This is an optimization exercise on Yosys and OpenROAD, whose aim is small area, not a production implementation. In this exercise RTL edits were held to simulation tests only and were not proved equivalent to the original. Power is estimated from default activity; no workload was simulated.

==> design.v <==
module u_rf_sb #(
    parameter int unsigned CNT_W = 3
) (
    input  logic        clk,
    input  logic        rst,
    input  logic [4:0]  rs1_a,
    input  logic [4:0]  rs2_a,
    input  logic        rs1_use,
    input  logic        rs2_use,
    output logic [31:0] rf_rs1_o,
    output logic [31:0] rf_rs2_o,
    input  logic        rf_rd_e,
    input  logic [4:0]  rf_rd_a,
    input  logic [31:0] rf_rd_i,
    input  logic        issue_e,
    input  logic [4:0]  issue_a,
    input  logic        issue_kill,
    output logic        stall,
    output logic        sb_err
);
    localparam int unsigned SUM_W = CNT_W + 2;
    localparam logic [SUM_W-1:0] CNT_MAX = SUM_W'((1 << CNT_W) - 1);
    localparam logic [SUM_W-1:0] BIAS    = SUM_W'(2);
    logic [31:0]      regs    [31:1];
    logic [CNT_W-1:0] cnt     [31:1];
    logic [CNT_W-1:0] cnt_nxt [31:1];
    logic             li_v;
    logic [4:0]       li_a;
    logic             err_nxt;
    logic [SUM_W-1:0] sum_t;
    logic [31:0]      raw1, raw2;
    logic [CNT_W-1:0] cnt1, cnt2;
    logic             busy1, busy2;
    always_comb begin
        err_nxt = 1'b0;
        sum_t   = '0;
        for (int unsigned r = 1; r < 32; r++) begin
            sum_t = SUM_W'(cnt[r]) + BIAS
                  + SUM_W'(issue_e && (issue_a == 5'(r)))
                  - SUM_W'(rf_rd_e && (rf_rd_a == 5'(r)))
                  - SUM_W'(issue_kill && li_v && (li_a == 5'(r)));
            if (sum_t < BIAS) begin
                cnt_nxt[r] = '0;
                err_nxt    = 1'b1;
            end else if ((sum_t - BIAS) > CNT_MAX) begin
                cnt_nxt[r] = CNT_MAX[CNT_W-1:0];
                err_nxt    = 1'b1;
            end else begin
                cnt_nxt[r] = CNT_W'(sum_t - BIAS);
            end
        end
    end
    always_ff @(posedge clk) begin
        if (rst) begin
            for (int unsigned r = 1; r < 32; r++) begin
                regs[r] <= '0;
                cnt[r]  <= '0;
            end
            li_v   <= 1'b0;
            li_a   <= '0;
            sb_err <= 1'b0;
        end else begin
            for (int unsigned r = 1; r < 32; r++) begin
                if (rf_rd_e && (rf_rd_a == 5'(r))) begin
                    regs[r] <= rf_rd_i;
                end
            end
            for (int unsigned r = 1; r < 32; r++) begin
                cnt[r] <= cnt_nxt[r];
            end
            li_v   <= issue_e && (issue_a != 5'd0);
            li_a   <= issue_a;
            sb_err <= sb_err | err_nxt;
        end
    end
    always_comb begin
        raw1 = '0;
        raw2 = '0;
        cnt1 = '0;
        cnt2 = '0;
        for (int unsigned r = 1; r < 32; r++) begin
            if (rs1_a == 5'(r)) begin
                raw1 = regs[r];
                cnt1 = cnt[r];
            end
            if (rs2_a == 5'(r)) begin
                raw2 = regs[r];
                cnt2 = cnt[r];
            end
        end
    end
    logic hit1, hit2, mask1, mask2;
    always_comb begin
        hit1     = rf_rd_e && (rf_rd_a == rs1_a) && (rs1_a != 5'd0);
        hit2     = rf_rd_e && (rf_rd_a == rs2_a) && (rs2_a != 5'd0);
        mask1    = hit1 && (cnt1 == CNT_W'(1)) && !(issue_e && (issue_a == rs1_a));
        mask2    = hit2 && (cnt2 == CNT_W'(1)) && !(issue_e && (issue_a == rs2_a));
        rf_rs1_o = hit1 ? rf_rd_i : raw1;
        rf_rs2_o = hit2 ? rf_rd_i : raw2;
        busy1    = (cnt1 != '0) && !mask1;
        busy2    = (cnt2 != '0) && !mask2;
    end
    assign stall = (rs1_use && busy1) || (rs2_use && busy2);
endmodule
==> run.sh <==
#!/bin/bash
# synth_recipe.tcl (not shown) runs the flow's synth.tcl, then flattens the netlist and writes it again
# the make line also repeats each setting of config.mk as NAME=value (left out here)
make -C /OpenROAD-flow-scripts/flow DESIGN_CONFIG=/design/flow/config.mk WORK_HOME=/design/flow/orfs CLKGATE_MAP_FILE= SYNTH_SCRIPT=/design/flow/synth_recipe.tcl finish
==> config.mk <==
export PLATFORM = sky130hd
export DESIGN_NAME = u_rf_sb
export DESIGN_NICKNAME = u_rf_sb
export VERILOG_FILES = /design/flow/design.v
export SDC_FILE = /design/flow/constraint.sdc
export NUM_CORES = 4
export LEC_CHECK = 0
export CAP_MARGIN = 20
export CORE_MARGIN = 2
export CORE_UTILIZATION = 25
export PLACE_DENSITY = 0.35
export SETUP_SLACK_MARGIN = 0.3
export SLEW_MARGIN = 20
==> constraint.sdc <==
create_clock -name core_clock -period 10.0 [get_ports {clk}]
set_input_delay 2.0000 -clock core_clock [delete_from_list [all_inputs] [get_ports {clk}]]
set_output_delay 2.0000 -clock core_clock [all_outputs]
set_load 0.01 [all_outputs]
==> notes.md <==
[state kept, by name (all words and copies together), names as in the netlist]
register  cells
regs        992
cnt          93
li_a          5
li_v          1
sb_err        1
[layout make-up]
class	count	share of cell area (%)
Clock inverter	55	1.25
Sequential cell	1092	30.0
Clock buffer	214	5.79
Timing Repair Buffer	505	5.80
Inverter	155	0.799
Antenna cell	13	0.0446
Multi-Input combinational cell	6529	50.7
Tap cell	3330	5.71
[kinds of logic (layout without fill, tap and decap cells)]
logic type / Yosys count / count (layout)
other: 0 / 13
buffers and inverters: 942 / 929
and+or+nand+nor: 3285 / 3285
xor gates and xnor gates: 18 / 18
adders and majority gates: 248 / 248
muxes: 225 / 225
DFF: 1092 / 1092
AOI/OAI and AO/OA: 2753 / 2753
[path summary, 6_finish.rpt]
check / cells after the start / endpoint / slack (ps)
max: 8 / rf_rs2_o[10] / 600
min: 2 / regs[29][21]$_SDFFE_PP0P_ / 460
max reg2reg: 14 / sb_err$_SDFF_PP0_ / 4630
min reg2reg: 2 / regs[29][21]$_SDFFE_PP0P_ / 460
[synth_stat cells, types with 26 or more instances]
master                         n  area (um^2)
sky130_fd_sc_hd__fa_1         62         1240
sky130_fd_sc_hd__nor2b_1      32          200
sky130_fd_sc_hd__buf_1        31          116
sky130_fd_sc_hd__a22oi_1     159         1190
sky130_fd_sc_hd__o22ai_1     215         1350
sky130_fd_sc_hd__o221ai_1     60          526
sky130_fd_sc_hd__o21ai_0     317         1590
sky130_fd_sc_hd__o21ai_1      43          215
sky130_fd_sc_hd__mux2i_1     156         1560
sky130_fd_sc_hd__a31oi_1      79          494
sky130_fd_sc_hd__nand2b_1     36          225
sky130_fd_sc_hd__a211oi_1     76          571
sky130_fd_sc_hd__nand2_1    2347         8810
sky130_fd_sc_hd__a221oi_1     62          543
sky130_fd_sc_hd__inv_1       149          559
sky130_fd_sc_hd__a22o_1       26          228
sky130_fd_sc_hd__mux2_2       44          495
sky130_fd_sc_hd__nand3_1      75          375
sky130_fd_sc_hd__buf_2       122          611
sky130_fd_sc_hd__dfxtp_1    1092        21900
sky130_fd_sc_hd__ha_1        186         2330
sky130_fd_sc_hd__a311oi_1     37          324
sky130_fd_sc_hd__a2111oi_0    27          236
sky130_fd_sc_hd__o31ai_1      36          270
sky130_fd_sc_hd__nor3_1      126          631
sky130_fd_sc_hd__or3_1        26          163
sky130_fd_sc_hd__clkbuf_1    593         2230
sky130_fd_sc_hd__nor4_1       43          269
sky130_fd_sc_hd__o211ai_1     58          435
sky130_fd_sc_hd__nor2_1      442         1660
sky130_fd_sc_hd__a21oi_1    1334         6680
[report_power, final]
group / internal, mW / switching, mW / total [mW]
Combinational: 1.04 / 2.18 / 3.22
Clock: 3.34 / 2.42 / 5.76
Sequential: 4.54 / 0.376 / 4.91
[worst max-delay path: cells and delay by family]
family | cells | cell delay (ps)
buffers and inverters | 2 | 1520
AOI/OAI and AO/OA | 5 | 2930
and+or+nand+nor | 1 | 850
[per-layer routing]
metal	wire length (um)	part of all wire, %
met1	192000	42
met2	191000	42
met3	42300	9.3
met4	29000	6.4
met5	53	0.012
==> metrics.log <==
INFO  metric outcome = timing/DRC/antenna clean
INFO  metric time_the_final_worst_path_needs_with_i_o_delays_and_setup = roughly 9400 ps
INFO  metric drcViolationCount = 0
INFO  metric drt-initial-drc-count = around 11000
INFO  metric hold_path.class = register to register
INFO  metric wl = ~450000 um
INFO  metric max_slew_margin = ~14%
INFO  metric die_h = 503 um
INFO  metric gr-total-overflow = 0
INFO  metric post-cts-setup-buffers = 0
INFO  metric clock_tree.htree_level_count = 4
INFO  metric critical_path.startpoint_type = primary input
INFO  metric worst_ep_arrival_time = 7400 ps
INFO  metric die_w = just over 500 um
INFO  metric cp-startpoint = rs2_a[4]
INFO  metric timing_hold_violations_final = 0
INFO  metric synth_top_family_by_area = compound AO/OA/AOI/OAI gates
INFO  metric detailed_place.area = between 0.06 and 0.07 mm^2
INFO  metric ctsHoldBuffers = 0
INFO  metric cellLeakagePower = between 20 and 25 nW
INFO  metric avgRoutedWirePerCell = between 30 and 40 um
INFO  metric dr_total_vias = slightly above 70000
INFO  metric cts_sinks = about 1100
INFO  metric muxShareOfSynthArea = about 4.2%
INFO  metric cts-buffers-inserted = around 150
INFO  metric worst_ir_drop_vdd = approximately 0.16 mV
INFO  metric layout.cells.most_common_list = sky130_fd_sc_hd__nand2_1, sky130_fd_sc_hd__a21oi_1, sky130_fd_sc_hd__dfxtp_1
INFO  metric tritoncts = yes
INFO  metric core = 0.248 mm^2
INFO  metric timing.critical_path.slowest_stage_cell = sky130_fd_sc_hd__a21oi_1
INFO  metric clkSlewWorstSetupHoldPaths = 50 ps
INFO  metric final_cell_area = between 0.07 and 0.08 mm^2
INFO  metric grt_use_met1 = between 40% and 50%
INFO  metric whs = roughly 460 ps
INFO  metric report.final.slew_viol_count = 0
INFO  metric aggregate_global_route_resource_usage = around a third
INFO  metric yosys.cell_types.count = just under 100
INFO  metric dp_hpwl = roughly 320000 um
INFO  metric floorplan_row_count = ~180
INFO  metric cts_repair_resize_count = 0
INFO  metric die_area = ~0.25 mm^2
INFO  metric timing.setup.critical_path_class = primary input to output pin
INFO  metric design.portCount = 125
INFO  metric worstMarginPinSlew = roughly 1300 ps
INFO  metric clock.fmax = roughly 0.11 GHz
INFO  metric synthesized_instance_count = between 8000 and 9000
INFO  metric gr-usage-met2 = between 50 and 60%
INFO  metric grt_antenna_before_repair = 21
INFO  metric synth_fp_nets = between 8000 and 9000
INFO  metric first_global_vias = ~66000
INFO  metric timing.critical_path.slowest_cell_delay = approximately 1200 ps
INFO  metric yosys_most_used_dff = sky130_fd_sc_hd__dfxtp_1
INFO  metric worstSkewPairLatency = approximately 860 ps
INFO  metric reported_max_cap_violation_count = 0
INFO  metric io_buffer_count = approximately 120
INFO  metric worstPathCellList = buf_2, nand2b_1, a21oi_1, a221oi_1, a31oi_1, a2111oi_0, o21ai_1, clkdlybuf4s50_1
INFO  metric grt_setup_unrepaired = no
INFO  metric pwr_density_cell = about 190 mW/mm^2
INFO  metric areaGrowthSynthToFinish = 17.2%
INFO  metric grt_busiest_layer = met2
INFO  metric pre_cts_ws = ~860 ps
INFO  metric synthSimpleGateAreaFrac = 21.8%
INFO  metric clockRootBuffer = sky130_fd_sc_hd__clkbuf_16
INFO  metric worst_ep_required_time = approximately 8000 ps
INFO  metric yosys_warnings = 4
INFO  metric worst_setup_path_end_kind = output pin
INFO  metric routabilityCongestion = 0.989
INFO  metric ys_ff_latch = 1092
INFO  metric detailedRoute.firstPassIterationCount = 6
INFO  metric hold_path.startpoint = regs[29][21]$_SDFFE_PP0P_
INFO  metric yosys.area_share.adder = approximately 5.7%
INFO  metric synthXorXnorAreaFrac = less than 1%
INFO  metric setup-violations-final = 0
INFO  metric instance_count_after_placement_with_tap_cells_included = 11600
INFO  metric sequential_cell_area_in_the_final_layout = ~0.022 mm^2
INFO  metric layout.cells.most_common = sky130_fd_sc_hd__nand2_1
INFO  metric postSynth.asyncResetShare = 0%
INFO  metric via_per_inst = just over 6
INFO  metric grt_util_met3 = 6.54%
INFO  metric fin_total_pwr = 13.9 mW
INFO  metric initial_core_utilization = about a quarter
INFO  metric timing.setup.tns = 0 ps
INFO  metric cts-root-to-sink-buffers = 3
INFO  metric layout.filler_cells = between 20000 and 30000
INFO  metric final_core_utilization = just under 30%
INFO  metric synth.cell_area = ~0.062 mm^2
INFO  metric synth_area_per_cell = between 7 and 8 um^2
INFO  metric synth_edf_count = 0
INFO  metric global_route_wire_length_before_repair = about 600000 um
INFO  metric multiInputGateArea = roughly 0.037 mm^2
INFO  metric min_period_over_period = a little over nine tenths
INFO  metric seq_area_frac_synth = between 30% and 40%
INFO  metric drt.antenna.violating_nets = 0
INFO  metric clock_skew = 46.5 ps
INFO  metric synth-compound-area-share = approximately 27%
INFO  metric nets = slightly below 9000
INFO  metric critical_path_peak_fanout = 35
INFO  metric layoutNonFillerInstCount = between 10000 and 15000
INFO  metric drive_gt1_share = between 9 and 10%
INFO  metric grt_max_degree = ~180
INFO  metric worst_r2r_startpoint = li_a[2]$_SDFF_PP0_
INFO  metric finalWorstSetupSlack = 596 ps

## what the ideal ports hide
No port has a modelled driver above. Below, the same layout with a new extraction and two added sets of constraints.
Step 1 sets driving cells, clkbuf_16 on the clock port and buf_2 on the other inputs (assumed; they add their load-dependent delay and slew).
Step 2 also shifts input and output timing later by t, the mid clock arrival at the registers, as if the neighbouring blocks saw the same clock.
Three values: no drivers, after step 1, after step 2; two values: the first two.
t (ns): 0.946
setup slack, ns: 0.596 / 0.566 / 0.566
hold slack, ns: 0.460 / 0.460 / 0.460
clock arrival spread, ns: 0.069 / 0.070
After both steps this run still meets setup and hold. The setup slack of this run moves by -0.030 ns with the drivers and by -0.030 ns with both steps.
